From an optimization exercise on the open Yosys and OpenROAD flow, aimed at small area, a short achievable clock period and few clock cycles per item; shortcuts taken in it are not production practice. RTL that was checked went through simulation tests only; none was proved equivalent to the original. No functional check of the RTL was part of run 3. Power and IR drop assume default switching activity.

`design/flow/design.v`:
```
`default_nettype none
package vdc_pkg;
    localparam int ADC_W      = 10;
    localparam int ACC_W      = 13;    
    localparam int CNT_W      = 3;
    localparam int FUNC_W     = 2;
    localparam int SW_W       = 4;
    localparam int VAL_W      = 7;
    localparam int DUTY_W     = 7;
    localparam int SEG_W      = 8;
    localparam int PERIOD_W   = 16;
    localparam int PL_W       = 10;    
    localparam int OPD_W      = 11;    
    localparam int CFG_IDX_W  = 3;
    localparam int CFG_DATA_W = 16;
    localparam logic [PERIOD_W-1:0] PERIOD_RST = 16'd25000;
    localparam logic [DUTY_W-1:0]   LEVEL0_RST = 7'd3;
    localparam logic [DUTY_W-1:0]   LEVEL1_RST = 7'd15;
    localparam logic [DUTY_W-1:0]   LEVEL2_RST = 7'd40;
    localparam logic [DUTY_W-1:0]   LEVEL3_RST = 7'd90;
    localparam logic [ACC_W-1:0] ACC_BIAS = 13'd120;
    localparam logic [FUNC_W-1:0] FUNC_SAMPLE  = 2'd0;
    localparam logic [FUNC_W-1:0] FUNC_REFRESH = 2'd1;
    localparam logic [FUNC_W-1:0] FUNC_SWITCH  = 2'd2;
    localparam logic [FUNC_W-1:0] FUNC_NONE    = 2'd3;
    function automatic logic [SEG_W-1:0] refresh_seg(input logic t, input logic [VAL_W-1:0] v);
        case ({t, v})
            8'h00: refresh_seg = 8'h77;
            8'h01: refresh_seg = 8'h41;
            8'h02: refresh_seg = 8'h3B;
            8'h03: refresh_seg = 8'h6B;
            8'h04: refresh_seg = 8'h4D;
            8'h05: refresh_seg = 8'h6E;
            8'h06: refresh_seg = 8'h7E;
            8'h07: refresh_seg = 8'h43;
            8'h08: refresh_seg = 8'h7F;
            8'h09: refresh_seg = 8'h6F;
            8'h0A: refresh_seg = 8'h77;
            8'h0B: refresh_seg = 8'h41;
            8'h0C: refresh_seg = 8'h3B;
            8'h0D: refresh_seg = 8'h6B;
            8'h0E: refresh_seg = 8'h4D;
            8'h0F: refresh_seg = 8'h6E;
            8'h10: refresh_seg = 8'h7E;
            8'h11: refresh_seg = 8'h43;
            8'h12: refresh_seg = 8'h7F;
            8'h13: refresh_seg = 8'h6F;
            8'h14: refresh_seg = 8'h77;
            8'h15: refresh_seg = 8'h41;
            8'h16: refresh_seg = 8'h3B;
            8'h17: refresh_seg = 8'h6B;
            8'h18: refresh_seg = 8'h4D;
            8'h19: refresh_seg = 8'h6E;
            8'h1A: refresh_seg = 8'h7E;
            8'h1B: refresh_seg = 8'h43;
            8'h1C: refresh_seg = 8'h7F;
            8'h1D: refresh_seg = 8'h6F;
            8'h1E: refresh_seg = 8'h77;
            8'h1F: refresh_seg = 8'h41;
            8'h20: refresh_seg = 8'h3B;
            8'h21: refresh_seg = 8'h6B;
            8'h22: refresh_seg = 8'h4D;
            8'h23: refresh_seg = 8'h6E;
            8'h24: refresh_seg = 8'h7E;
            8'h25: refresh_seg = 8'h43;
            8'h26: refresh_seg = 8'h7F;
            8'h27: refresh_seg = 8'h6F;
            8'h28: refresh_seg = 8'h77;
            8'h29: refresh_seg = 8'h41;
            8'h2A: refresh_seg = 8'h3B;
            8'h2B: refresh_seg = 8'h6B;
            8'h2C: refresh_seg = 8'h4D;
            8'h2D: refresh_seg = 8'h6E;
            8'h2E: refresh_seg = 8'h7E;
            8'h2F: refresh_seg = 8'h43;
            8'h30: refresh_seg = 8'h7F;
            8'h31: refresh_seg = 8'h6F;
            8'h32: refresh_seg = 8'h77;
            8'h33: refresh_seg = 8'h41;
            8'h34: refresh_seg = 8'h3B;
            8'h35: refresh_seg = 8'h6B;
            8'h36: refresh_seg = 8'h4D;
            8'h37: refresh_seg = 8'h6E;
            8'h38: refresh_seg = 8'h7E;
            8'h39: refresh_seg = 8'h43;
            8'h3A: refresh_seg = 8'h7F;
            8'h3B: refresh_seg = 8'h6F;
            8'h3C: refresh_seg = 8'h77;
            8'h3D: refresh_seg = 8'h41;
            8'h3E: refresh_seg = 8'h3B;
            8'h3F: refresh_seg = 8'h6B;
            8'h40: refresh_seg = 8'h4D;
            8'h41: refresh_seg = 8'h6E;
            8'h42: refresh_seg = 8'h7E;
            8'h43: refresh_seg = 8'h43;
            8'h44: refresh_seg = 8'h7F;
            8'h45: refresh_seg = 8'h6F;
            8'h46: refresh_seg = 8'h77;
            8'h47: refresh_seg = 8'h41;
            8'h48: refresh_seg = 8'h3B;
            8'h49: refresh_seg = 8'h6B;
            8'h4A: refresh_seg = 8'h4D;
            8'h4B: refresh_seg = 8'h6E;
            8'h4C: refresh_seg = 8'h7E;
            8'h4D: refresh_seg = 8'h43;
            8'h4E: refresh_seg = 8'h7F;
            8'h4F: refresh_seg = 8'h6F;
            8'h50: refresh_seg = 8'h77;
            8'h51: refresh_seg = 8'h41;
            8'h52: refresh_seg = 8'h3B;
            8'h53: refresh_seg = 8'h6B;
            8'h54: refresh_seg = 8'h4D;
            8'h55: refresh_seg = 8'h6E;
            8'h56: refresh_seg = 8'h7E;
            8'h57: refresh_seg = 8'h43;
            8'h58: refresh_seg = 8'h7F;
            8'h59: refresh_seg = 8'h6F;
            8'h5A: refresh_seg = 8'h77;
            8'h5B: refresh_seg = 8'h41;
            8'h5C: refresh_seg = 8'h3B;
            8'h5D: refresh_seg = 8'h6B;
            8'h5E: refresh_seg = 8'h4D;
            8'h5F: refresh_seg = 8'h6E;
            8'h60: refresh_seg = 8'h7E;
            8'h61: refresh_seg = 8'h43;
            8'h62: refresh_seg = 8'h7F;
            8'h63: refresh_seg = 8'h6F;
            8'h64: refresh_seg = 8'h77;
            8'h65: refresh_seg = 8'h41;
            8'h66: refresh_seg = 8'h3B;
            8'h67: refresh_seg = 8'h6B;
            8'h68: refresh_seg = 8'h4D;
            8'h69: refresh_seg = 8'h6E;
            8'h6A: refresh_seg = 8'h7E;
            8'h6B: refresh_seg = 8'h43;
            8'h6C: refresh_seg = 8'h7F;
            8'h6D: refresh_seg = 8'h6F;
            8'h6E: refresh_seg = 8'h77;
            8'h6F: refresh_seg = 8'h41;
            8'h70: refresh_seg = 8'h3B;
            8'h71: refresh_seg = 8'h6B;
            8'h72: refresh_seg = 8'h4D;
            8'h73: refresh_seg = 8'h6E;
            8'h74: refresh_seg = 8'h7E;
            8'h75: refresh_seg = 8'h43;
            8'h76: refresh_seg = 8'h7F;
            8'h77: refresh_seg = 8'h6F;
            8'h78: refresh_seg = 8'h77;
            8'h79: refresh_seg = 8'h41;
            8'h7A: refresh_seg = 8'h3B;
            8'h7B: refresh_seg = 8'h6B;
            8'h7C: refresh_seg = 8'h4D;
            8'h7D: refresh_seg = 8'h6E;
            8'h7E: refresh_seg = 8'h7E;
            8'h7F: refresh_seg = 8'h43;
            8'h80: refresh_seg = 8'hF7;
            8'h81: refresh_seg = 8'hF7;
            8'h82: refresh_seg = 8'hF7;
            8'h83: refresh_seg = 8'hF7;
            8'h84: refresh_seg = 8'hF7;
            8'h85: refresh_seg = 8'hF7;
            8'h86: refresh_seg = 8'hF7;
            8'h87: refresh_seg = 8'hF7;
            8'h88: refresh_seg = 8'hF7;
            8'h89: refresh_seg = 8'hF7;
            8'h8A: refresh_seg = 8'hC1;
            8'h8B: refresh_seg = 8'hC1;
            8'h8C: refresh_seg = 8'hC1;
            8'h8D: refresh_seg = 8'hC1;
            8'h8E: refresh_seg = 8'hC1;
            8'h8F: refresh_seg = 8'hC1;
            8'h90: refresh_seg = 8'hC1;
            8'h91: refresh_seg = 8'hC1;
            8'h92: refresh_seg = 8'hC1;
            8'h93: refresh_seg = 8'hC1;
            8'h94: refresh_seg = 8'hBB;
            8'h95: refresh_seg = 8'hBB;
            8'h96: refresh_seg = 8'hBB;
            8'h97: refresh_seg = 8'hBB;
            8'h98: refresh_seg = 8'hBB;
            8'h99: refresh_seg = 8'hBB;
            8'h9A: refresh_seg = 8'hBB;
            8'h9B: refresh_seg = 8'hBB;
            8'h9C: refresh_seg = 8'hBB;
            8'h9D: refresh_seg = 8'hBB;
            8'h9E: refresh_seg = 8'hEB;
            8'h9F: refresh_seg = 8'hEB;
            8'hA0: refresh_seg = 8'hEB;
            8'hA1: refresh_seg = 8'hEB;
            8'hA2: refresh_seg = 8'hEB;
            8'hA3: refresh_seg = 8'hEB;
            8'hA4: refresh_seg = 8'hEB;
            8'hA5: refresh_seg = 8'hEB;
            8'hA6: refresh_seg = 8'hEB;
            8'hA7: refresh_seg = 8'hEB;
            8'hA8: refresh_seg = 8'hCD;
            8'hA9: refresh_seg = 8'hCD;
            8'hAA: refresh_seg = 8'hCD;
            8'hAB: refresh_seg = 8'hCD;
            8'hAC: refresh_seg = 8'hCD;
            8'hAD: refresh_seg = 8'hCD;
            8'hAE: refresh_seg = 8'hCD;
            8'hAF: refresh_seg = 8'hCD;
            8'hB0: refresh_seg = 8'hCD;
            8'hB1: refresh_seg = 8'hCD;
            8'hB2: refresh_seg = 8'hEE;
            8'hB3: refresh_seg = 8'hEE;
            8'hB4: refresh_seg = 8'hEE;
            8'hB5: refresh_seg = 8'hEE;
            8'hB6: refresh_seg = 8'hEE;
            8'hB7: refresh_seg = 8'hEE;
            8'hB8: refresh_seg = 8'hEE;
            8'hB9: refresh_seg = 8'hEE;
            8'hBA: refresh_seg = 8'hEE;
            8'hBB: refresh_seg = 8'hEE;
            8'hBC: refresh_seg = 8'hFE;
            8'hBD: refresh_seg = 8'hFE;
            8'hBE: refresh_seg = 8'hFE;
            8'hBF: refresh_seg = 8'hFE;
            8'hC0: refresh_seg = 8'hFE;
            8'hC1: refresh_seg = 8'hFE;
            8'hC2: refresh_seg = 8'hFE;
            8'hC3: refresh_seg = 8'hFE;
            8'hC4: refresh_seg = 8'hFE;
            8'hC5: refresh_seg = 8'hFE;
            8'hC6: refresh_seg = 8'hC3;
            8'hC7: refresh_seg = 8'hC3;
            8'hC8: refresh_seg = 8'hC3;
            8'hC9: refresh_seg = 8'hC3;
            8'hCA: refresh_seg = 8'hC3;
            8'hCB: refresh_seg = 8'hC3;
            8'hCC: refresh_seg = 8'hC3;
            8'hCD: refresh_seg = 8'hC3;
            8'hCE: refresh_seg = 8'hC3;
            8'hCF: refresh_seg = 8'hC3;
            8'hD0: refresh_seg = 8'hFF;
            8'hD1: refresh_seg = 8'hFF;
            8'hD2: refresh_seg = 8'hFF;
            8'hD3: refresh_seg = 8'hFF;
            8'hD4: refresh_seg = 8'hFF;
            8'hD5: refresh_seg = 8'hFF;
            8'hD6: refresh_seg = 8'hFF;
            8'hD7: refresh_seg = 8'hFF;
            8'hD8: refresh_seg = 8'hFF;
            8'hD9: refresh_seg = 8'hFF;
            8'hDA: refresh_seg = 8'hEF;
            8'hDB: refresh_seg = 8'hEF;
            8'hDC: refresh_seg = 8'hEF;
            8'hDD: refresh_seg = 8'hEF;
            8'hDE: refresh_seg = 8'hEF;
            8'hDF: refresh_seg = 8'hEF;
            8'hE0: refresh_seg = 8'hEF;
            8'hE1: refresh_seg = 8'hEF;
            8'hE2: refresh_seg = 8'hEF;
            8'hE3: refresh_seg = 8'hEF;
            8'hE4: refresh_seg = 8'hDF;
            8'hE5: refresh_seg = 8'hDF;
            8'hE6: refresh_seg = 8'hDF;
            8'hE7: refresh_seg = 8'hDF;
            8'hE8: refresh_seg = 8'hDF;
            8'hE9: refresh_seg = 8'hDF;
            8'hEA: refresh_seg = 8'hDF;
            8'hEB: refresh_seg = 8'hDF;
            8'hEC: refresh_seg = 8'hDF;
            8'hED: refresh_seg = 8'hDF;
            8'hEE: refresh_seg = 8'hFC;
            8'hEF: refresh_seg = 8'hFC;
            8'hF0: refresh_seg = 8'hFC;
            8'hF1: refresh_seg = 8'hFC;
            8'hF2: refresh_seg = 8'hFC;
            8'hF3: refresh_seg = 8'hFC;
            8'hF4: refresh_seg = 8'hFC;
            8'hF5: refresh_seg = 8'hFC;
            8'hF6: refresh_seg = 8'hFC;
            8'hF7: refresh_seg = 8'hFC;
            8'hF8: refresh_seg = 8'hB6;
            8'hF9: refresh_seg = 8'hB6;
            8'hFA: refresh_seg = 8'hB6;
            8'hFB: refresh_seg = 8'hB6;
            8'hFC: refresh_seg = 8'hB6;
            8'hFD: refresh_seg = 8'hB6;
            8'hFE: refresh_seg = 8'hB6;
            8'hFF: refresh_seg = 8'hB6;             
            default: refresh_seg = 8'h00;
        endcase
    endfunction
endpackage
`default_nettype wire
`default_nettype none
import vdc_pkg::*;
module vdc_cfg (
    input  wire logic                    i_clk,
    input  wire logic                    i_rst_n,
    input  wire logic                    i_cfg_we,
    input  wire logic [CFG_IDX_W-1:0]    i_cfg_idx,
    input  wire logic [CFG_DATA_W-1:0]   i_cfg_data,
    input  wire logic                    i_rotate,
    output      logic [PERIOD_W-1:0]     o_period,
    output      logic [4*DUTY_W-1:0]     o_levels
);
    logic [PERIOD_W-1:0] r_period;
    logic [DUTY_W-1:0]   r_level0, r_level1, r_level2, r_level3;
    always_ff @(posedge i_clk) begin
        if (!i_rst_n) begin
            r_period <= PERIOD_RST;
            r_level0 <= LEVEL0_RST;
            r_level1 <= LEVEL1_RST;
            r_level2 <= LEVEL2_RST;
            r_level3 <= LEVEL3_RST;
        end else begin
            if (i_cfg_we && i_cfg_idx == 3'd0) r_period <= i_cfg_data;
            else if (i_rotate)                 r_period <= {r_period[PERIOD_W-2:0], r_period[PERIOD_W-1]};
            if (i_cfg_we && i_cfg_idx == 3'd1) r_level0 <= i_cfg_data[DUTY_W-1:0];
            if (i_cfg_we && i_cfg_idx == 3'd2) r_level1 <= i_cfg_data[DUTY_W-1:0];
            if (i_cfg_we && i_cfg_idx == 3'd3) r_level2 <= i_cfg_data[DUTY_W-1:0];
            if (i_cfg_we && i_cfg_idx == 3'd4) r_level3 <= i_cfg_data[DUTY_W-1:0];
        end
    end
    assign o_period = r_period;
    assign o_levels = {r_level3, r_level2, r_level1, r_level0};
endmodule
`default_nettype wire
`default_nettype none
import vdc_pkg::*;
module vdc_state (
    input  wire logic                 i_clk,
    input  wire logic                 i_rst_n,
    input  wire logic                 i_load,
    input  wire logic [FUNC_W-1:0]    i_func,
    input  wire logic [PL_W-1:0]      i_pl,
    output      logic [FUNC_W-1:0]    o_op,
    output      logic [OPD_W-1:0]     o_opd
);
    logic [ACC_W-1:0]  r_acc;      
    logic [CNT_W-1:0]  r_count;
    logic              r_volt;     
    logic [FUNC_W-1:0] r_op;
    logic [OPD_W-1:0]  r_opd;
    logic [ACC_W:0]    w_acc_sum;
    logic              w_sample, w_last;
    assign w_acc_sum = (ACC_W+1)'(r_acc) + (ACC_W+1)'(i_pl);
    assign w_sample  = (i_func == FUNC_SAMPLE) && r_volt;
    assign w_last    = (r_count == 3'd7);
    always_ff @(posedge i_clk) begin
        if (!i_rst_n) begin
            r_acc   <= ACC_BIAS;
            r_count <= '0;
            r_volt  <= 1'b1;
        end else if (i_load) begin
            if (w_sample) begin
                r_acc   <= w_last ? ACC_BIAS : w_acc_sum[ACC_W-1:0];
                r_count <= r_count + 3'd1;
            end
            if (i_func == FUNC_SWITCH && i_pl[9:8] != 2'd3)
                r_volt <= (i_pl[9:8] == 2'd0);
        end
    end
    always_ff @(posedge i_clk) begin
        if (i_load) begin
            if (i_func == FUNC_SAMPLE) begin
                r_op  <= (w_sample && w_last) ? FUNC_SAMPLE : FUNC_NONE;
                r_opd <= w_acc_sum[ACC_W:3];
            end else begin
                r_op  <= i_func;
                r_opd <= OPD_W'(i_pl);
            end
        end
    end
    assign o_op  = r_op;
    assign o_opd = r_opd;
endmodule
`default_nettype wire
`default_nettype none
import vdc_pkg::*;
module vdc_out (
    input  wire logic                 i_clk,
    input  wire logic                 i_rst_n,
    input  wire logic                 i_load,
    input  wire logic [FUNC_W-1:0]    i_op,
    input  wire logic [OPD_W-1:0]     i_opd,
    input  wire logic                 i_period_we,   
    input  wire logic [PERIOD_W-1:0]  i_period,
    output      logic                 o_busy,
    output      logic                 o_rotate,   
    output      logic [SEG_W-1:0]     o_seg,
    output      logic [DUTY_W-1:0]    o_duty,
    output      logic [VAL_W-1:0]     o_value,
    output      logic [PERIOD_W-1:0]  o_compare
);
    logic [VAL_W-1:0]  r_value;
    logic              r_toggle;
    logic [DUTY_W-1:0] r_duty;
    logic [SEG_W-1:0]  r_seg;      
    logic [PERIOD_W:0] r_q;
    logic [PERIOD_W-1:0] r_qp;
    logic [6:0]        r_rem;
    logic [5:0]        w_a;
    logic [4:0]        w_b;
    logic              w_ge1;
    logic [VAL_W-1:0]  w_avg_val;
    assign w_a       = i_opd[10:5];
    assign w_b       = i_opd[4:0];
    assign w_ge1     = w_a[5] || (w_b >= ~w_a[4:0]);
    assign w_avg_val = (w_a == 6'd31 && w_b == 5'd31) ? 7'd33 : VAL_W'(w_a) + VAL_W'(w_ge1);
    logic [1:0]        w_mode;
    logic [DUTY_W-1:0] w_lv;
    logic              w_lv_zero, w_lv_full;
    assign w_mode    = i_opd[9:8];
    assign w_lv      = i_opd[DUTY_W-1:0];
    assign w_lv_zero = (w_lv == 7'd0);
    assign w_lv_full = (w_lv >= 7'd100);
    logic w_sw, w_set0, w_setp, w_start;
    assign w_sw    = i_load && (i_op == FUNC_SWITCH);
    assign w_set0  = w_sw && (w_mode == 2'd0 || (w_mode == 2'd2 && w_lv_zero));
    assign w_setp  = w_sw && (w_mode == 2'd1 || (w_mode == 2'd2 && w_lv_full));
    assign w_start = i_period_we || (w_sw && w_mode == 2'd2 && !w_lv_zero && !w_lv_full);
    always_ff @(posedge i_clk) begin
        if (!i_rst_n) begin
            r_value  <= '0;
            r_toggle <= 1'b0;
            r_duty   <= '0;
            r_seg    <= '0;
        end else if (i_load) begin
            case (i_op)
                FUNC_SAMPLE: r_value <= w_avg_val;
                FUNC_REFRESH: begin
                    r_toggle <= !r_toggle;
                    r_seg    <= vdc_pkg::refresh_seg(r_toggle, r_value);
                end
                FUNC_SWITCH: case (w_mode)
                    2'd0: r_duty <= 7'd0;
                    2'd1: r_duty <= 7'd100;
                    2'd2: begin
                        r_duty  <= w_lv_full ? 7'd100 : w_lv;
                        r_value <= w_lv;
                    end
                    default: ;
                endcase
                default: ;
            endcase
        end
    end
    logic [8:0] w_t;
    logic [1:0] w_k;
    logic [8:0] w_rem;
    logic [1:0] r_kq;
    logic       w_step;
    assign o_busy   = !r_q[PERIOD_W];
    assign w_step   = o_busy && !r_q[PERIOD_W-1];
    assign o_rotate = w_step;
    assign w_t      = {1'b0, r_rem, 1'b0} + (i_period[PERIOD_W-1] ? {2'b00, r_duty} : 9'd0);
    always_comb begin
        if (w_t >= 9'd200) begin
            w_k   = 2'd2;
            w_rem = w_t - 9'd200;
        end else if (w_t >= 9'd100) begin
            w_k   = 2'd1;
            w_rem = w_t - 9'd100;
        end else begin
            w_k   = 2'd0;
            w_rem = w_t;
        end
    end
    always_ff @(posedge i_clk) begin
        if (!i_rst_n) begin
            r_q <= {1'b1, {PERIOD_W{1'b0}}};
        end else if (w_start) begin
            r_q <= '0;
        end else if (w_set0) begin
            r_q <= {1'b1, {PERIOD_W{1'b0}}};
        end else if (w_setp) begin
            r_q <= {1'b1, i_period};
        end else if (o_busy) begin
            case (r_kq)
                2'd3:    r_q <= 17'd1;
                2'd2:    r_q <= {r_qp, 1'b0};
                default: r_q <= {r_q[PERIOD_W-1:0], r_kq[0]};
            endcase
        end
    end
    always_ff @(posedge i_clk) begin
        if (o_busy) begin
            case (r_kq)
                2'd3:    r_qp <= 16'd2;
                2'd0:    r_qp <= {r_q[PERIOD_W-2:0], 1'b1};
                default: r_qp <= {r_qp[PERIOD_W-2:0], r_kq[1]};
            endcase
        end
    end
    always_ff @(posedge i_clk) begin
        if (w_start) begin
            r_kq  <= 2'd3;
            r_rem <= '0;
        end else if (w_step) begin
            r_kq  <= w_k;
            r_rem <= w_rem[6:0];
        end
    end
    assign o_seg     = r_seg;
    assign o_duty    = r_duty;
    assign o_value   = r_value;
    assign o_compare = r_q[PERIOD_W-1:0];
endmodule
`default_nettype wire
`default_nettype none
import vdc_pkg::*;
module voltmeter_display_controller_core (
    input  wire logic                           i_clk,
    input  wire logic                           i_rst_n,
    input  wire logic                           i_cfg_we,
    input  wire logic [vdc_pkg::CFG_IDX_W-1:0]  i_cfg_idx,
    input  wire logic [vdc_pkg::CFG_DATA_W-1:0] i_cfg_data,
    input  wire logic                           i_in_valid,
    output      logic                           o_in_ready,
    input  wire logic [vdc_pkg::FUNC_W-1:0]     i_in_func,
    input  wire logic [9:0]                     i_in_sample,
    input  wire logic [vdc_pkg::SW_W-1:0]       i_in_switches,
    output      logic                           o_out_valid,
    input  wire logic                           i_out_ready,
    output      logic [vdc_pkg::SEG_W-1:0]      o_out_segments,
    output      logic                           o_out_digit_high,
    output      logic [vdc_pkg::DUTY_W-1:0]     o_out_duty_percent,
    output      logic [vdc_pkg::PERIOD_W-1:0]   o_out_compare_count,
    output      logic [vdc_pkg::VAL_W-1:0]      o_out_shown_value
);
    logic [PERIOD_W-1:0]  w_period;
    logic [4*DUTY_W-1:0]  w_levels;
    logic                 w_busy, w_rotate;
    logic                 r_m_valid, r_k_valid, r_p_valid, r_s_pend;
    logic                 w_take, w_adv1, w_adv2;
    assign o_out_valid = r_s_pend && !w_busy;
    assign w_adv2      = r_p_valid && !w_busy && (!r_s_pend || i_out_ready);
    assign w_adv1      = r_m_valid && (!r_p_valid || w_adv2);
    assign o_in_ready  = !r_k_valid;
    assign w_take      = i_in_valid && !r_k_valid;
    always_ff @(posedge i_clk) begin
        if (!i_rst_n) begin
            r_m_valid <= 1'b0;
            r_k_valid <= 1'b0;
            r_p_valid <= 1'b0;
            r_s_pend  <= 1'b0;
        end else begin
            if (w_adv1) begin
                r_m_valid <= r_k_valid || w_take;
                r_k_valid <= 1'b0;
            end else if (w_take) begin
                r_m_valid <= 1'b1;
                r_k_valid <= r_m_valid;
            end
            if (w_adv1)      r_p_valid <= 1'b1;
            else if (w_adv2) r_p_valid <= 1'b0;
            if (w_adv2)                          r_s_pend <= 1'b1;
            else if (o_out_valid && i_out_ready) r_s_pend <= 1'b0;
        end
    end
    logic [FUNC_W-1:0]    r_m_func,  r_k_func;
    logic [PL_W-1:0]      r_m_pl,    r_k_pl;
    logic [PL_W-1:0]      w_in_pl;
    logic [DUTY_W-1:0]    w_in_lv;
    assign w_in_lv = w_levels[i_in_switches[3:2]*DUTY_W +: DUTY_W];
    assign w_in_pl = (i_in_func == FUNC_SWITCH) ? {i_in_switches[1:0], 1'b0, w_in_lv}
                                                : i_in_sample;
    always_ff @(posedge i_clk) begin
        if (w_adv1 ? !r_k_valid : !r_m_valid) begin
            r_m_func <= i_in_func;
            r_m_pl   <= w_in_pl;
        end else if (w_adv1) begin
            r_m_func <= r_k_func;
            r_m_pl   <= r_k_pl;
        end
        if (!r_k_valid) begin
            r_k_func <= i_in_func;
            r_k_pl   <= w_in_pl;
        end
    end
    logic w_period_we;
    assign w_period_we = i_cfg_we && (i_cfg_idx == 3'd0);
    vdc_cfg u_cfg (
        .i_clk      (i_clk),
        .i_rst_n    (i_rst_n),
        .i_cfg_we   (i_cfg_we),
        .i_cfg_idx  (i_cfg_idx),
        .i_cfg_data (i_cfg_data),
        .i_rotate   (w_rotate),
        .o_period   (w_period),
        .o_levels   (w_levels)
    );
    logic [FUNC_W-1:0]   w_op;
    logic [OPD_W-1:0]    w_opd;
    logic [SEG_W-1:0]    w_seg;
    logic [DUTY_W-1:0]   w_duty;
    logic [VAL_W-1:0]    w_value;
    logic [PERIOD_W-1:0] w_compare;
    vdc_state u_state (
        .i_clk      (i_clk),
        .i_rst_n    (i_rst_n),
        .i_load     (w_adv1),
        .i_func     (r_m_func),
        .i_pl       (r_m_pl),
        .o_op       (w_op),
        .o_opd      (w_opd)
    );
    vdc_out u_out (
        .i_clk       (i_clk),
        .i_rst_n     (i_rst_n),
        .i_load      (w_adv2),
        .i_op        (w_op),
        .i_opd       (w_opd),
        .i_period_we (w_period_we),
        .i_period    (w_period),
        .o_busy      (w_busy),
        .o_rotate    (w_rotate),
        .o_seg       (w_seg),
        .o_duty      (w_duty),
        .o_value     (w_value),
        .o_compare   (w_compare)
    );
    assign o_out_segments      = w_seg;
    assign o_out_digit_high    = w_seg[SEG_W-1];
    assign o_out_duty_percent  = w_duty;
    assign o_out_compare_count = w_compare;
    assign o_out_shown_value   = w_value;
endmodule
`default_nettype wire
```
`design/flow/run.sh`:
```
#!/bin/bash
# synth_recipe.tcl (not shown) runs the flow's synth.tcl, then flattens the netlist and writes it again
# the make line also repeats each setting of config.mk as NAME=value (left out here)
make -C /OpenROAD-flow-scripts/flow DESIGN_CONFIG=/design/flow/config.mk WORK_HOME=/design/flow/orfs CLKGATE_MAP_FILE= SYNTH_SCRIPT=/design/flow/synth_recipe.tcl finish
```
`design/flow/config.mk`:
```
export PLATFORM = sky130hd
export DESIGN_NAME = voltmeter_display_controller_core
export DESIGN_NICKNAME = voltmeter_display_controller_core
export VERILOG_FILES = /design/flow/design.v
export SDC_FILE = /design/flow/constraint.sdc
export NUM_CORES = 4
export LEC_CHECK = 0
export ABC_CLOCK_PERIOD_IN_PS = 2000
export CAP_MARGIN = 20
export CORE_MARGIN = 2
export CORE_UTILIZATION = 40
export CTS_BUF_LIST = sky130_fd_sc_hd__clkbuf_4 sky130_fd_sc_hd__clkbuf_8
export CTS_CLUSTER_DIAMETER = 60
export CTS_CLUSTER_SIZE = 40
export SETUP_SLACK_MARGIN = 5
export SLEW_MARGIN = 20
```
`design/flow/constraint.sdc`:
```
create_clock -name core_clock -period 8.0 [get_ports {i_clk}]
set_input_delay 1.6000 -clock core_clock [delete_from_list [all_inputs] [get_ports {i_clk}]]
set_output_delay 1.6000 -clock core_clock [all_outputs]
set_load 0.01 [all_outputs]
```
==> impl_metrics.yaml, run 1 <==
outcome:
  outcome: "no timing/DRC/antenna violations"
yosys:
  synth_area_leaders: "dfxtp_1 (22%), edfxtp_1 (15%), nand2_1 (7.0%), ha_1 (5.2%), o21ai_0 (3.7%)"
  synth_flop_cell: "dfxtp_1"
  synth_edf_count: 53
  ys_seq_area_share_pct: 37.72
  ys_top_cells_by_count: "nand2_1 (192), dfxtp_1 (114), nor2_1 (85)"
  synth_nets: 1280
  synth_cell_type_count: 79
  netlist.area_leader.share_pct: 22.22
  ys_ff_latch: 167
  synthCells: 1195
  async_flop_share_pct: 0
  syn_avg_cell_area_um2: 8.593
  syn_area_mm2: 0.01027
  synth_area_leader_cell: "dfxtp_1"
  yosys_warnings: 4
  synthMostInstantiatedCell: "nand2_1"
layout:
  fillers: 2411
  fin_area_mm2: 0.01205
  diodes: 0
  final_nets: 1322
  areaGrowthSynthToFinish_pct: 17.34
  drive_gt1_share_pct: 14.72
  final_core_utilization_pct: 47.85
global_routing:
  grt_max_degree: 75
  grt_pass1_wl_um: 44370
  grt_pass1_vias: 8279
  track_usage_pct: 20.54
  antenna_found_initial: 0
  overflow: 0
die:
  pin_count: 81
  die_w_um: 164.2
  core_mm2: 0.02518
  start_util_pct: 40.78
  dieArea_mm2: 0.02697
  dieHeight_um: 164.2
  num_rows: 58
placed_design:
  place_area_mm2: 0.01118
  gp_congestion: 0.8429
  dp_hpwl_um: 18330
  io_buffers: 80
power:
  p_leak_nw: 4.871
  vdd_drop_max_uv: 119.6
  power_mw: 2.163
  p_per_area_mw_per_mm2: 179.5
route:
  drtPass1Iterations: 5
  drt_iter0_markers: 856
  drtAntennaViolNets: 0
  via_per_inst: 5.717
  routed-via-count: 9033
  drc: 0
  wl_per_cell_um: 17.34
  wirelength_um: 27390
worst_setup_path:
  worstPathCellList: "clkdlybuf4s50_1"
  critPathKind: "reg2out"
  slowest_stage: "clkdlybuf4s50_1"
  path_buf_inv: 1
  start_kind: "flop"
  cp_max_fo: 2
  slowest_delay_ns: 0.53
  worstPathRequired_ns: 6.40
  cp_top_family: "buffers and inverters"
  r2r_setup_slack_ns: 5.08
  cp.arrival_ns: 1.32
  endpoint_kind: "output port"
clock_network:
  cts.reportedPaths.clkPinSlew_ns: 0.09
  cts_tree: "built"
  cts_buffers: 17
  clock_latency_ns: 0.46
  cts.sinks: 167
  clockBufferDepth: 2
  ctsRootBufferMaster: "clkbuf_8"
  htreeDepth: 4
timing:
  hold_viol_final: 0
  holdWs_ns: 0.4677
  tns_ns: 0
  finClkSkew_ns: 0.01321
  setup_viol: 0
  worst_slew_pin_slew_ns: 1.016
  timing.fmax_mhz: 342.3
  slew_violations: 0
  slew_headroom_pct: 32.28
  post-route-min-period_ns: 2.922
  rsz0062_at_grt: "yes"
  min_period_over_period_pct: 36.52
run:
  drv_cap: 0
worst_hold_path:
  hold_path.class: "reg2reg"
## final timing paths
path,to,cells past startpoint,start
max,o_out_segments[5],1,u_out.r_seg[5]
min,u_cfg.r_level2[1],2,u_cfg.r_level2[1]
max reg2reg,u_out.r_rem[2],15,u_cfg.r_period[15]
min reg2reg,u_cfg.r_level2[1],2,u_cfg.r_level2[1]
## stage by stage
| step | instances | setup slack [ns] |
|---|---|---|
| final | 1580 | 5.078 |
| after global placement | 1518 | 3.799 |
| after global routing | 1580 | 4.886 |
| after CTS | 1568 | 5.000 |
| after detailed placement | 1519 | 3.699 |
| after floorplan | 1195 | 4.853 |
## what timing repair did
action | in CTS | in global routing
hold buffers | 0 | 0
setup endpoints to repair | 99 | 47
resized for setup | 89 | 28
gates cloned | 2 | 0
pin swaps | 5 | 8
setup buffers | 15 | 12
## power by group
group	total, mW	switching [mW]	leakage, nW	internal, mW
registers	0.981	0.0460	1.46	0.935
logic	0.538	0.309	3.20	0.230
clock network	0.643	0.333	0.207	0.310
## layout by cell type, fill, tap and decap left out, types with 9 or more instances in the layout
cell type,count
nand2_1,192
dfxtp_1,89
nor2_1,82
o21ai_0,76
a21oi_1,62
edfxtp_1,53
nand3_1,44
ha_1,37
clkdlybuf4s50_1,36
buf_4,35
dlygate4sd2_1,31
inv_1,27
mux2_2,25
a21boi_0,25
nor2b_1,23
mux2i_1,22
dfxtp_2,21
a221oi_1,18
clkbuf_8,17
o211a_1,16
o211ai_1,15
and2_1,14
xnor2_1,14
a22oi_1,14
nor3b_1,14
nor3_1,13
o21a_1,12
a31oi_1,12
dlymetal6s2s_1,10
a21o_1,9
## flip-flops by register name (all words and copies together) (netlist names), 3 cells and up
signal and count:
r_k_pl 10, r_m_pl 10, u_cfg.r_level0 7, u_cfg.r_level1 7
u_cfg.r_level2 7, u_cfg.r_level3 7, u_cfg.r_period 16, u_out.r_duty 7
u_out.r_q 17, u_out.r_qp 16, u_out.r_rem 7, u_out.r_seg 8
u_out.r_value 7, u_state.r_acc 13, u_state.r_count 3, u_state.r_opd 11
## routing by layer
metal | GRT usage (%) | vias to the layer above | part of all wire [%]
met5 | 0 | - | 0
met4 | 5.223 | 0 | 1.5
met3 | 3.182 | 30 | 5.5
met2 | 31.63 | 276 | 45
met1 | 29.97 | 4336 | 48
li1 | - | 4391 | -
## layout make-up
type                            instances  area, um^2  share of cell area (%)
Multi-Input combinational cell        898        6011                   49.89
Tap cell                              330       412.9                   3.427
Clock inverter                         15       175.2                   1.454
Inverter                               33       140.1                   1.163
Clock buffer                           17       234.0                   1.942
Timing Repair Buffer                  120        1161                   9.636
Sequential cell                       167        3915                   32.49
## cells by family (layout without fill, tap and decap cells)
family	after synthesis	after routing	synth area share, %
AO/OA/AOI/OAI	337	337	22.68
AND/OR/NAND/NOR	437	437	19.68
adder cells (fa/ha/maj)	45	45	5.629
flip-flops	167	167	37.72
XOR/XNOR	24	24	2.120
buffers and inverters	130	185	5.532
multiplexers	55	55	6.641
Testbench counts, summed over its fixed seeds: cycles 17,484, items 16,046.
==> run 2: changes to the inputs <==
==> design/flow/flow/run.sh (new file) <==
#!/bin/bash
# Standard layout, with the port buffers made from buf_2 cells instead of the
# default choice, and timing repair aiming further below the clock period.
set -euo pipefail
export BUFFER_PORTS_ARGS="-buffer_cell sky130_fd_sc_hd__buf_2"
export SETUP_SLACK_MARGIN=5
bash standard.sh > standard.log 2>&1
==> design/flow/standard.sh (new file) <==
#!/bin/bash
# synth_recipe.tcl (not shown) runs the flow's synth.tcl, then flattens the netlist and writes it again
# the make line also repeats each setting of config.mk as NAME=value (left out here)
make -C /OpenROAD-flow-scripts/flow DESIGN_CONFIG=/design/flow/config.mk WORK_HOME=/design/flow/orfs CLKGATE_MAP_FILE= SYNTH_SCRIPT=/design/flow/synth_recipe.tcl "${@:-finish}"
--- a/design/flow/config.mk
+++ b/design/flow/config.mk
@@ -12,5 +12,4 @@
 export CTS_BUF_LIST = sky130_fd_sc_hd__clkbuf_4 sky130_fd_sc_hd__clkbuf_8
 export CTS_CLUSTER_DIAMETER = 60
 export CTS_CLUSTER_SIZE = 40
-export SETUP_SLACK_MARGIN = 5
 export SLEW_MARGIN = 20
removed: design/flow/run.sh
==> run 2 against run 1 <==
- sequential cell count unchanged
- total power is 2.8% lower
- critical path depth is 13 higher
- hold slack worse by 0.0011 ns
- register-to-register slack hardly changed
- count of clock-buffer cells in the layout unchanged
- final cell count down 0.32%
- core utilization fell by 2.0 points
- via count fell by 1.9%
- cell area down 4.3%
- synthesized area is the same
- global-route usage down 0.81 points
- critical path type is now reg2reg
- largest power group unchanged
- highest routed layer unchanged
==> impl_metrics.yaml, run 2 <==
layout:
  final_common_cell: "nand2_1"
  fin_area_mm2: 0.01153
  layout_common_cells: "nand2_1 (192), dfxtp_1 (108), nor2_1 (83)"
  regMostFlops: "u_out.r_q"
  seq_area_mm2: 0.003894
  reg.largest.list: "u_out.r_q x17, u_cfg.r_period x16, u_out.r_qp x16"
  areaGrowthSynthToFinish_pct: 12.33
  diodes: 0
  instances_no_fill: 1575
  final_core_utilization_pct: 45.81
  largest_register_ff_count: 17
  multi_input_area_mm2: 0.006011
  fillers: 2439
  final_nets: 1317
  drive_gt1_share_pct: 18.31
worst_setup_path:
  r2r_setup_slack_ns: 5.07
  cp.arrival_ns: 3.31
  rr_endpoint: "u_out.r_rem[2]"
  r2r-start: "u_cfg.r_period[15]"
  endpoint_kind: "flop"
  r2r_cells: 14
  start_kind: "flop"
  critPathKind: "reg2reg"
  cp_max_fo: 9
  worstPathRequired_ns: 8.39
placed_design:
  place_ws_ns: 4.221
  io_buffers: 80
  dp_hpwl_um: 18300
  place_area_mm2: 0.01078
  gp_congestion: 0.8547
  dpl.cell_count: 1519
timing:
  post-route-min-period_ns: 2.926
  finClkSkew_ns: 0.01958
  worst_slack_ns: 5.074
  timing.fmax_mhz: 341.7
  setup_viol: 0
  min_period_over_period_pct: 36.58
  holdWs_ns: 0.4666
  slew_headroom_pct: 37.73
  rsz0062_at_grt: "yes"
  hold_viol_final: 0
  slew_violations: 0
  worst_slew_pin_slew_ns: 0.9340
  tns_ns: 0
worst_hold_path:
  min_path_cells: 2
  hold_start: "u_out.r_seg[5]"
  holdPathEnd: "u_out.r_seg[5]"
  hold_path.class: "reg2reg"
clock_network:
  clock_latency_ns: 0.46
  cts.sinks: 167
  clockBufferDepth: 2
  cts.reportedPaths.clkPinSlew_ns: 0.09
  cts_tree: "built"
  ctsRootBufferMaster: "clkbuf_8"
  htreeDepth: 4
  cts_buffers: 17
die:
  pin_count: 81
  num_rows: 58
  die_w_um: 164.2
  dieHeight_um: 164.2
  core_mm2: 0.02518
  start_util_pct: 40.78
  dieArea_mm2: 0.02697
yosys:
  ys_top_cells_by_count: "nand2_1 (192), dfxtp_1 (114), nor2_1 (85)"
  synth_cell_type_count: 79
  synth_edf_count: 53
  async_flop_share_pct: 0
  syn_avg_cell_area_um2: 8.593
  ys_seq_area_share_pct: 37.72
  ys_ff_latch: 167
  synth_flop_cell: "dfxtp_1"
  syn_area_mm2: 0.01027
  yosys_warnings: 4
  synth_area_leader_cell: "dfxtp_1"
  synth_area_leaders: "dfxtp_1 (22%), edfxtp_1 (15%), nand2_1 (7.0%), ha_1 (5.2%), o21ai_0 (3.7%)"
  synth_nets: 1280
  synthMostInstantiatedCell: "nand2_1"
  synthCells: 1195
  netlist.area_leader.share_pct: 22.22
route:
  wl_per_cell_um: 16.90
  via_per_inst: 5.626
  wirelength_um: 26610
  drt_iter0_markers: 786
  routed-via-count: 8861
  drc: 0
  drtPass1Iterations: 5
  drtAntennaViolNets: 0
power:
  p_leak_nw: 4.565
  clock_power_share_pct: 28.6
  power_mw: 2.103
  netSwitchingPower_uw: 673.0
  seqPwrFrac_pct: 46.8
  vdd_drop_max_uv: 125.7
  p_per_area_mw_per_mm2: 182.3
  swShare_pct: 32.01
  internal_power_mw: 1.430
  p_comb_share_pct: 24.7
global_routing:
  grt_pass1_vias: 8073
  track_usage_pct: 19.73
  grt_pass1_wl_um: 42770
  antenna_found_initial: 0
  grt_max_degree: 93
  overflow: 0
outcome:
  outcome: "no timing/DRC/antenna violations"
run:
  drv_cap: 0
[run 2: repair_timing]
| action | CTS | global route |
|---|---|---|
| pin swaps | 3 | 8 |
| gates cloned | 0 | 0 |
| buffers inserted | 6 | 18 |
| endpoints found under the setup margin | 42 | 25 |
| hold buffers | 0 | 0 |
| resized for setup | 27 | 17 |
[run 2: critical path: stages, from the launching register on]
cell	delay, ns
dfxtp_4	0.39
and2_1	0.16
ha_2	0.19
fa_2	0.44
xor2_4	0.21
inv_4	0.07
ha_1	0.21
a21bo_4	0.25
a21o_1	0.19
o31ai_4	0.08
nor4_2	0.07
a31oi_1	0.23
xnor2_1	0.15
nand2_1	0.07
a21oi_1	0.15
[run 2: how the worst max path moves through the flow]
stage,startpoint,to,slack (ns)
6_report,u_cfg.r_period[15],u_out.r_rem[2],5.07
4_1_cts,u_cfg.r_period[15],u_out.r_rem[2],4.95
2_1_floorplan,i_out_ready,u_state.r_acc[11],4.85
3_5_place_dp,i_out_ready,u_out.r_q[10],4.22
3_3_place_gp,i_out_ready,u_state.r_acc[2],4.28
5_1_grt,u_cfg.r_period[15],u_out.r_rem[2],4.92
[run 2: layout make-up]
class                   instances  area share (%)
clock buffers                  17           2.028
clock inverters                15           1.313
inverters                      33           1.237
multi-input cells             898           52.11
flip-flops and latches        167           33.76
well taps                     330           3.580
repair buffers                115           5.977
[run 2: power by group through the flow]
stage | clock network [mW] | registers [mW] | logic, mW
detailed placement | 0 | 1.00 | 0.455
finish | 0.601 | 0.983 | 0.518
global placement | 0 | 1.00 | 0.449
floorplan | 0 | 0.982 | 0.360
CTS | 0.621 | 0.983 | 0.476
global route | 0.652 | 0.990 | 0.576
[run 2: metal layers]
metal | track usage (%) | wire length (um) | vias up
li1 | - | - | 4374
met4 | 6.061 | 558 | 0
met3 | 2.753 | 1224 | 42
met2 | 30.45 | 12030 | 244
met5 | 0 | 0 | -
met1 | 28.51 | 12800 | 4201
[run 2: cells by family after synthesis]
logic type	after synthesis	share of synthesized area, %
and+or+nand+nor	437	19.68
AOI/OAI and AO/OA	337	22.68
DFF	167	37.72
buffers and inverters	130	5.532
muxes	55	6.641
adders and majority gates	45	5.629
xor gates and xnor gates	24	2.120
==> run 3: changes to the inputs <==
--- a/design/flow/design.v
+++ b/design/flow/design.v
@@ -413,7 +413,7 @@
     assign w_sw    = i_load && (i_op == FUNC_SWITCH);
     assign w_set0  = w_sw && (w_mode == 2'd0 || (w_mode == 2'd2 && w_lv_zero));
     assign w_setp  = w_sw && (w_mode == 2'd1 || (w_mode == 2'd2 && w_lv_full));
-    assign w_start = i_period_we || (w_sw && w_mode == 2'd2 && !w_lv_zero && !w_lv_full);
+    assign w_start = (i_period_we && r_duty != 7'd0) || (w_sw && w_mode == 2'd2 && !w_lv_zero && !w_lv_full);
     always_ff @(posedge i_clk) begin
         if (!i_rst_n) begin
             r_value  <= '0;
@@ -440,27 +440,33 @@
             endcase
         end
     end
-    logic [8:0] w_t;
     logic [1:0] w_k;
-    logic [8:0] w_rem;
+    logic [6:0] w_rem;
     logic [1:0] r_kq;
     logic       w_step;
     assign o_busy   = !r_q[PERIOD_W];
     assign w_step   = o_busy && !r_q[PERIOD_W-1];
     assign o_rotate = w_step;
-    assign w_t      = {1'b0, r_rem, 1'b0} + (i_period[PERIOD_W-1] ? {2'b00, r_duty} : 9'd0);
+    logic [8:0] w_t1;
+    logic [1:0] w_k0, w_k1;
+    logic [6:0] w_rem0, w_rem1;
+    assign w_t1   = {1'b0, r_rem, 1'b0} + {2'b00, r_duty};
+    assign w_k0   = {1'b0, r_rem >= 7'd50};
+    assign w_rem0 = (r_rem >= 7'd50) ? 7'({r_rem, 1'b0} - 8'd100) : 7'({r_rem, 1'b0});
     always_comb begin
-        if (w_t >= 9'd200) begin
-            w_k   = 2'd2;
-            w_rem = w_t - 9'd200;
-        end else if (w_t >= 9'd100) begin
-            w_k   = 2'd1;
-            w_rem = w_t - 9'd100;
+        if (w_t1 >= 9'd200) begin
+            w_k1   = 2'd2;
+            w_rem1 = 7'(w_t1 - 9'd200);
+        end else if (w_t1 >= 9'd100) begin
+            w_k1   = 2'd1;
+            w_rem1 = 7'(w_t1 - 9'd100);
         end else begin
-            w_k   = 2'd0;
-            w_rem = w_t;
+            w_k1   = 2'd0;
+            w_rem1 = 7'(w_t1);
         end
     end
+    assign w_k   = i_period[PERIOD_W-1] ? w_k1   : w_k0;
+    assign w_rem = i_period[PERIOD_W-1] ? w_rem1 : w_rem0;
     always_ff @(posedge i_clk) begin
         if (!i_rst_n) begin
             r_q <= {1'b1, {PERIOD_W{1'b0}}};
@@ -471,29 +477,23 @@
         end else if (w_setp) begin
             r_q <= {1'b1, i_period};
         end else if (o_busy) begin
-            case (r_kq)
-                2'd3:    r_q <= 17'd1;
-                2'd2:    r_q <= {r_qp, 1'b0};
-                default: r_q <= {r_q[PERIOD_W-1:0], r_kq[0]};
-            endcase
+            r_q <= r_kq[1] ? {r_qp, 1'b0} : {r_q[PERIOD_W-1:0], r_kq[0]};
         end
     end
     always_ff @(posedge i_clk) begin
-        if (o_busy) begin
-            case (r_kq)
-                2'd3:    r_qp <= 16'd2;
-                2'd0:    r_qp <= {r_q[PERIOD_W-2:0], 1'b1};
-                default: r_qp <= {r_qp[PERIOD_W-2:0], r_kq[1]};
-            endcase
+        if (w_start) begin
+            r_qp <= 16'd1;
+        end else if (o_busy) begin
+            r_qp <= (r_kq == 2'd0) ? {r_q[PERIOD_W-2:0], 1'b1} : {r_qp[PERIOD_W-2:0], r_kq[1]};
         end
     end
     always_ff @(posedge i_clk) begin
         if (w_start) begin
-            r_kq  <= 2'd3;
+            r_kq  <= 2'd1;
             r_rem <= '0;
         end else if (w_step) begin
             r_kq  <= w_k;
-            r_rem <= w_rem[6:0];
+            r_rem <= w_rem;
         end
     end
     assign o_seg     = r_seg;
==> run 3 against run 2 <==
- still clean on timing, DRC and antenna
- synthesized cell count rose by 7.6%
- sequential cell count unchanged
- clock power fell by 2%
- clock skew down 0.0067 ns
- core utilization rose by 0.61 points
- die area is 0.87% higher
- first-iteration DRC count fell by 13%
- sequential power is 7% higher
- critical path depth decreased by 6
- critical endpoint is now u_out.r_q[5]
- largest power group unchanged
==> impl_metrics.yaml, run 3 <==
outcome:
  outcome: "no timing/DRC/antenna violations"
layout:
  reg.largest.list: "u_out.r_q x17, u_cfg.r_period x16, u_out.r_qp x16"
  areaGrowthSynthToFinish_pct: 13.47
  final_nets: 1403
  regMostFlops: "u_out.r_q"
  fin_area_mm2: 0.01176
  final_common_cell: "nand2_1"
  final_core_utilization_pct: 46.41
  diodes: 0
  layout_common_cells: "nand2_1 (175), nor2_1 (152), a21oi_1 (140)"
  drive_gt1_share_pct: 18.60
  instances_no_fill: 1663
  fillers: 2504
  largest_register_ff_count: 17
placed_design:
  gp_congestion: 0.8681
  place_ws_ns: 3.763
  place_area_mm2: 0.01089
  dpl.cell_count: 1604
  dp_hpwl_um: 18770
  io_buffers: 80
clock_network:
  clock_latency_ns: 0.45
  cts_tree: "built"
  holdBufCountCts: 0
  cts.reportedPaths.clkPinSlew_ns: 0.09
  cts.sinks: 167
  cts_buffers: 17
  htreeDepth: 4
  ctsRootBufferMaster: "clkbuf_8"
  clockBufferDepth: 2
route:
  routed-via-count: 9405
  drc: 0
  wirelength_um: 28280
  drt_iter0_markers: 683
  wl_per_cell_um: 17.01
  drtAntennaViolNets: 0
  drtPass1Iterations: 6
  via_per_inst: 5.655
timing:
  worst_slew_pin_slew_ns: 0.9291
  post-route-min-period_ns: 2.928
  finClkSkew_ns: 0.01287
  min_period_over_period_pct: 36.60
  holdWs_ns: 0.4590
  timing.fmax_mhz: 341.6
  hold_viol_final: 0
  tns_ns: 0
  slew_headroom_pct: 37.58
  rsz0062_at_grt: "no"
  worst_slack_ns: 5.072
  slew_violations: 0
  setup_viol: 0
power:
  p_comb_share_pct: 30.0
  seqPwrFrac_pct: 44.9
  clock_power_share_pct: 25.1
  vdd_drop_max_uv: 123.4
  p_leak_nw: 4.523
  netSwitchingPower_uw: 786.0
  p_per_area_mw_per_mm2: 198.7
  swShare_pct: 33.65
  internal_power_mw: 1.550
  power_mw: 2.336
yosys:
  netlist.area_leader.share_pct: 25.12
  yosys_warnings: 4
  syn_area_mm2: 0.01036
  synthCells: 1286
  ys_seq_area_share_pct: 35.85
  syn_avg_cell_area_um2: 8.056
  ys_top_cells_by_count: "nand2_1 (176), nor2_1 (155), a21oi_1 (142)"
  async_flop_share_pct: 0
  synth_nets: 1369
  synth_edf_count: 37
  synth_flop_cell: "dfxtp_1"
  synth_area_leader_cell: "dfxtp_1"
  synth_cell_type_count: 84
  synth_area_leaders: "dfxtp_1 (25%), edfxtp_1 (11%), a21oi_1 (6.9%), nand2_1 (6.4%), nor2_1 (5.6%)"
  ys_ff_latch: 167
  synthMostInstantiatedCell: "nand2_1"
die:
  start_util_pct: 40.91
  pin_count: 81
  core_mm2: 0.02533
  num_rows: 58
  die_w_um: 164.9
  dieArea_mm2: 0.02720
  dieHeight_um: 164.9
worst_setup_path:
  cp_max_fo: 33
  start_kind: "input port"
  endpoint_kind: "flop"
  critPathKind: "in2reg"
  worstPathRequired_ns: 8.34
  cp.arrival_ns: 3.27
global_routing:
  overflow: 0
  grt_max_degree: 62
  grt_pass1_wl_um: 45850
  track_usage_pct: 21.04
  antenna_found_initial: 0
  grt_pass1_vias: 8704
worst_hold_path:
  hold_path.class: "reg2reg"
run:
  drv_cap: 0
-- run 3: power groups by stage --
stage | logic [mW] | clock network [mW] | registers (mW)
global route | 0.779 | 0.636 | 1.06
finish | 0.702 | 0.586 | 1.05
detailed placement | 0.592 | 0 | 1.06
CTS | 0.633 | 0.604 | 1.04
global placement | 0.584 | 0 | 1.06
floorplan | 0.489 | 0 | 1.02
-- run 3: routing by layer --
metal | track usage, % | up-vias | share of wire [%]
met5 | 0 | - | 0
met1 | 29.89 | 4472 | 48
li1 | - | 4655 | -
met2 | 33.99 | 248 | 47
met3 | 2.888 | 30 | 4.6
met4 | 4.704 | 0 | 1.1
-- run 3: logic make-up after synthesis --
group	after synthesis	synth area share, %
AOI/OAI and AO/OA	360	22.16
xor gates and xnor gates	22	1.932
adders and majority gates	43	5.338
buffers and inverters	136	5.713
DFF	167	35.85
muxes	68	7.705
and+or+nand+nor	490	21.30
-- run 3: cell type report --
cell class,instances,area (um^2),area share (%)
Inverter,32,123.9,1.054
Multi-Input combinational cell,983,6315,53.72
Clock inverter,13,132.6,1.128
Sequential cell,167,3740,31.81
Clock buffer,19,249.0,2.118
Timing Repair Buffer,119,782.0,6.652
Tap cell,330,412.9,3.513
-- run 3: critical path: stages --
cell	delay, ns
buf_2	0.10
nand2b_4	0.14
or3_1	0.33
buf_6	0.20
a21oi_2	0.15
a41o_4	0.32
or3_4	0.33
nor2_1	0.08
-- run 3: repair_timing --
action	in CTS	in global routing
endpoints found under the setup margin	56	31
gates cloned	2	0
buffers inserted	7	18
pin swaps	4	12
resized for setup	30	25
hold endpoints to repair	0	0
-- run 3: path summary, 6_finish.rpt --
kind,start,end,slack [ns],depth (start not counted)
worst min register to register,u_cfg.r_level0[2],u_cfg.r_level0[2],0.46,2
worst min-delay path,u_cfg.r_level0[2],u_cfg.r_level0[2],0.46,2
worst max-delay path,i_cfg_idx[0],u_out.r_q[5],5.07,8
worst max register to register,u_out.r_duty[4],u_out.r_rem[3],5.13,12

## port drivers added, routing unchanged
Ports are ideal in the flow. The routed layouts listed here were re-timed in OpenROAD. Step 1, drivers: a clkbuf_16 drives i_clk and a buf_2 each remaining input, both assumed. Step 2 moves the port delays by t, midway between the first and last clock arrival at a register: inputs arrive t later, outputs are due t later. That takes back most of the time a late clock gives input paths. Three values: no drivers, after step 1, after step 2; two values: the first two.
run	shift t [ns]	setup slack, ns	latest minus earliest clock arrival (ns)	pins driven straight from the clock port
run 1	0.493	5.078 / 5.039 / 4.642	0.015 / 0.015	1
run 2	0.486	5.074 / 5.066 / 4.660	0.023 / 0.023	1
run 3	0.489	5.072 / 5.030 / 4.608	0.012 / 0.013	1
After both steps setup and hold are still met in every run listed. For run 3, which loses most, drivers alone change the setup slack by -0.042 ns; drivers and shift together by -0.464 ns.
